What follows belongs to an exercise in optimizing a design on an open flow for small area; a production flow would make more cautious choices.
RTL that was checked went through simulation tests only; none was proved equivalent to the original.
No activity file was given, so power comes from the tool's default toggle rates.

== before ==
## cnn_top
module cnn_top
(
    input  logic        clk,
    input  logic        reset,
    input  logic        load_req,
    input  logic [15:0] load_cmd,        
    output logic        load_ack,
    input  logic        run_req,
    output logic        run_ack,
    output logic [81:0] result           
);
    localparam logic [2:0] S_IDLE  = 3'd0;
    localparam logic [2:0] S_WAIT  = 3'd1;
    localparam logic [2:0] S_CONV  = 3'd2;      
    localparam logic [2:0] S_CONV2 = 3'd3;      
    localparam logic [2:0] S_DENSE = 3'd4;
    localparam logic [2:0] S_FIN   = 3'd5;      
    localparam logic [2:0] S_ACK   = 3'd6;
    logic [2:0]  state;
    logic [5:0]  phi;
    logic [1:0]  ph;                         
    logic [1:0]  pl;                         
    logic [1:0]  cls;
    logic        wflag;                      
    logic [63:0][7:0] img;
    logic [8:0][7:0]  flt;
    logic [35:0][7:0] wts;
    logic [8:0][7:0]  fea;
    logic signed [19:0] scores [0:3];
    logic [1:0]  win_class;
    assign result = {win_class, scores[3], scores[2], scores[1], scores[0]};
    logic psi0;
    logic psi_end;
    logic t_last;                            
  ...
Size: ~1800 cells after synthesis, about 1000 flip-flops, ~100 I/O pins, roughly 27000 µm² of cells after synthesis.
export LEC_CHECK = 0
export CAP_MARGIN = 20
export CORE_MARGIN = 2
export CORE_UTILIZATION = 60
export GPL_TIMING_DRIVEN = 0
export SLEW_MARGIN = 20
create_clock -name core_clock -period 10.0 [get_ports {clk}]
standard.sh (not shown) runs the stock make flow with config.mk's settings and CLKGATE_MAP_FILE= SYNTH_SCRIPT=/design/flow/synth_recipe.tcl, a recipe that flattens the netlist after the stock synthesis.
==> flow/flow/run.sh <==
#!/bin/bash
set -euo pipefail
export BUFFER_PORTS_ARGS="-buffer_cell sky130_fd_sc_hd__buf_1"
export CTS_ARGS="-sink_clustering_enable -repair_clock_nets -dont_use_dummy_load -buf_list sky130_fd_sc_hd__clkbuf_8 -sink_clustering_size 18 -sink_clustering_max_diameter 60"
bash standard.sh > standard.log 2>&1
## Diff of input files: after against before
--- a/flow/design.v
+++ b/flow/design.v
@@ -595,16 +595,15 @@
         end
     end
     logic [7:0]  opa;                        
     logic [7:0]  opb;                        
     logic signed [19:0] sum;                 
     logic dense;
     logic idle;                              
-    logic hold;                              
-    logic upd;                               
+    logic hold;
     assign dense = state == S_DENSE;
     assign idle  = (state == S_CONV && cls[0]) || (state == S_CONV2 && !cls[0]);
     assign hold  = idle || state == S_FIN || state == S_ACK;
     always_comb
     begin
         if (dense || idle)
         begin
@@ -614,31 +613,35 @@
         begin
             opa = (ph == 2'd0) ? img[0] : (ph == 2'd1) ? img[5] : img[10];
         end
         if (dense)
         begin
             opb = wts[0];
         end
-        else if (hold)
+        else if (idle)
         begin
-            opb = upd ? 8'hff : 8'h00;
+            opb = 8'hff;                     
         end
         else
         begin
             opb = flt[0];
         end
     end
-    cnn_mac u_mac (.a(opa), .b(opb), .acc(scores[3]), .clr(psi0 && !hold), .q(sum));
+    cnn_mac u_mac (.a(opa), .b(opb), .acc(scores[3]), .clr(psi0 && !idle), .q(sum));
     always_ff @(posedge clk)
     begin
-        scores[3] <= sum;
+        if (!hold)
+        begin
+            scores[3] <= sum;
+        end
     end
     logic [5:0] slot_o;
     logic [3:0] tgt_g;
     logic       tgt_first;                   
+    logic       upd;
     logic [7:0] relu;
     assign slot_o = phi - 6'd8;
     always_ff @(posedge clk)
     begin
         if (psi_end)
         begin
             tgt_g     <= {slot_o[5:4], slot_o[2:1]};
after: flow completed, timing, DRC and antenna clean
For the post-synth design cell area, after came in 0.52% higher than before did.
Compared with before, in after total power up about 4%; sequential share of layout area up 0.54 points; antenna diode instance count down 3; met2 capacity usage during global routing down 0.40 points.
In after the wire length of the first global-routing pass turned out 2.6 mm lower than in before.
Diff before -> after | placed instance count | decrease of 8
Multiplexer area fraction after synthesis (after over before): increase, 0.29 points
after vs. before: final cell utilization of the core fell 0.17 points; period utilization went up.
For after, only the layout was checked, not whether the RTL still works.

S:
Another version of the RTL of cnn_top (not shown whole).
For scale: roughly 1800 cells after synthesis, about 100 I/O pins, roughly 0.026 sq mm of cells after synthesis.
Settings: LEC_CHECK=0, ABC_AREA=1, CAP_MARGIN=20, CORE_MARGIN=2, CORE_UTILIZATION=70, SLEW_MARGIN=20; clock period 10.0 ns.
==> flow/flow/run.sh <==
#!/bin/bash
# The standard layout (standard.sh, ORFS) with these changes:
# - input and output ports are buffered with the smallest buffer;
# - clock tree synthesis uses clkbuf_8 sink clusters of up to 20 flip-flops and no dummy loads;
# - after floorplan, OpenROAD's restructure re-maps the combinational logic for
#   area (flow/restructure.tcl); registers are kept as synthesized.
# The make output goes to standard.log; each ORFS step keeps its own log.
set -euo pipefail
here=$(pwd)
export BUFFER_PORTS_ARGS="-buffer_cell sky130_fd_sc_hd__buf_1"
export CTS_ARGS="-sink_clustering_enable -repair_clock_nets -dont_use_dummy_load -buf_list sky130_fd_sc_hd__clkbuf_8 -sink_clustering_size 20 -sink_clustering_max_diameter 60"
export POST_FLOORPLAN_TCL="$here/flow/restructure.tcl"
bash standard.sh > standard.log 2>&1
==> flow/flow/restructure.tcl <==
# Area recovery after floorplan: re-map the combinational logic with ABC for
# area (OpenROAD restructure). Registers are not touched.
set lib_in [lindex $::env(LIB_FILES) 0]
set work $::env(RESULTS_DIR)/restructure
file mkdir $work
set lib_out $work/lib_dont_use.lib

# a copy of the library with the platform's don't-use cells marked dont_use,
# so that ABC leaves them out
set fh [open $lib_in r]
set text [read $fh]
close $fh
set out ""
set pos 0
foreach {whole name} [regexp -all -inline -indices {cell\s*\(\s*"?([A-Za-z0-9_]+)"?\s*\)\s*\{} $text] {
  set end [lindex $whole 1]
  set cell [string range $text [lindex $name 0] [lindex $name 1]]
  append out [string range $text $pos $end]
  foreach pattern $::env(DONT_USE_CELLS) {
    if { [string match $pattern $cell] } {
      append out "\n    dont_use : true;"
      break
    }
  }
  set pos [expr {$end + 1}]
}
append out [string range $text $pos end]
set fh [open $lib_out w]
puts -nonewline $fh $out
close $fh

set tielo "[lindex $::env(TIELO_CELL_AND_PORT) 0]/[lindex $::env(TIELO_CELL_AND_PORT) 1]"
set tiehi "[lindex $::env(TIEHI_CELL_AND_PORT) 0]/[lindex $::env(TIEHI_CELL_AND_PORT) 1]"
report_design_area
restructure -target area -liberty_file $lib_out -tielo_port $tielo -tiehi_port $tiehi \
  -work_dir $work
report_design_area
The final layout from S, which completed every stage, passed the timing, DRC and antenna checks at the end of the flow.
### S -> T
--- a/flow/design.v
+++ b/flow/design.v
@@ -594,21 +594,21 @@
     assign idle  = (state == S_CONV && cls[0]) || (state == S_CONV2 && !cls[0]);
     assign hold  = idle || state == S_FIN || state == S_ACK;
     always_comb
     begin
         if (dense || idle)
         begin
             opa = fea[0];
         end
         else
         begin
-            opa = (ph == 2'd0) ? img[0] : (ph == 2'd1) ? img[5] : img[10];
+            opa = img[0];
         end
         if (dense)
         begin
             opb = wts[0];
         end
         else if (hold)
         begin
             opb = upd ? 8'hff : 8'h00;
         end
         else
@@ -671,21 +671,21 @@
         end
         if (cmp)
         begin
             for (int q = 0; q < 3; q++)
             begin
                 if (cmp_cls == 2'(q))
                 begin
                     scores[q] <= scores[3];
                 end
             end
-            if (cmp_cls == 2'd0)
+            if (cmp_cls == 2'd0 || gtc[20])
             begin
                 win_class <= cmp_cls;
             end
         end
     end
     assign run_ack = state == S_ACK;
     always_ff @(posedge clk or negedge reset)
     begin
         if (!reset)
         begin
==> summary.txt <==
T completed every stage of the flow, and the final layout passed the timing, DRC and antenna checks.
Measured against each other, T and S differ in non-clock buffer area fraction after layout, the lower figure coming from S.
T vs S, beginning of the critical path: state[2] vs state[1]
In T relative to S, internal power of the cells had gone down by more than 10%.
Between S and T, peak fanout along the critical path increased.
Compared with S, T shows a higher core utilization.
Delta (T minus S): final critical-path share of the clock period went down by 1.9 points; fill cell total of the finished layout increased by 46 relative to the old numbers; reported leakage power flat; routed wire length climbed about 7%; die footprint increased by 530 sq um relative to the old numbers.
Changes observed in T relative to S: final standard cell area without fillers picked up an extra 510 sq um; count of multi-input gates climbed about 5.4%.
In the final design statistics, T uses more standard cells in total than S.
No functional check of the RTL was part of any run of this note.

## separate check: timing with driven ports
Ports are ideal in the flow. The routed layouts listed here were re-timed in OpenROAD. Step 1 (the two cells are an assumption about what drives the block):
set clk [get_ports {clk}]
set_driving_cell -lib_cell sky130_fd_sc_hd__clkbuf_16 $clk
set_driving_cell -lib_cell sky130_fd_sc_hd__buf_2 [delete_from_list [all_inputs] $clk]
Step 2, shift: input delay + t, output delay - t, t = (earliest + latest rising clock arrival at the registers) / 2. This alone moves slack from input paths to output paths. Three values: no drivers, after step 1, after step 2; two values: the first two.
run | t (ns) | slack for setup (ns) | clock arrival spread, ns
before | 0.692 | 0.416 / 0.416 / 0.416 | 0.080 / 0.079
after | 0.670 | 0.372 / 0.372 / 0.372 | 0.080 / 0.080
S | 0.695 | 0.960 / 0.960 / 0.960 | 0.148 / 0.148
T | 0.682 | 1.147 / 1.147 / 1.147 | 0.110 / 0.109
After both steps every run listed still meets setup and hold.
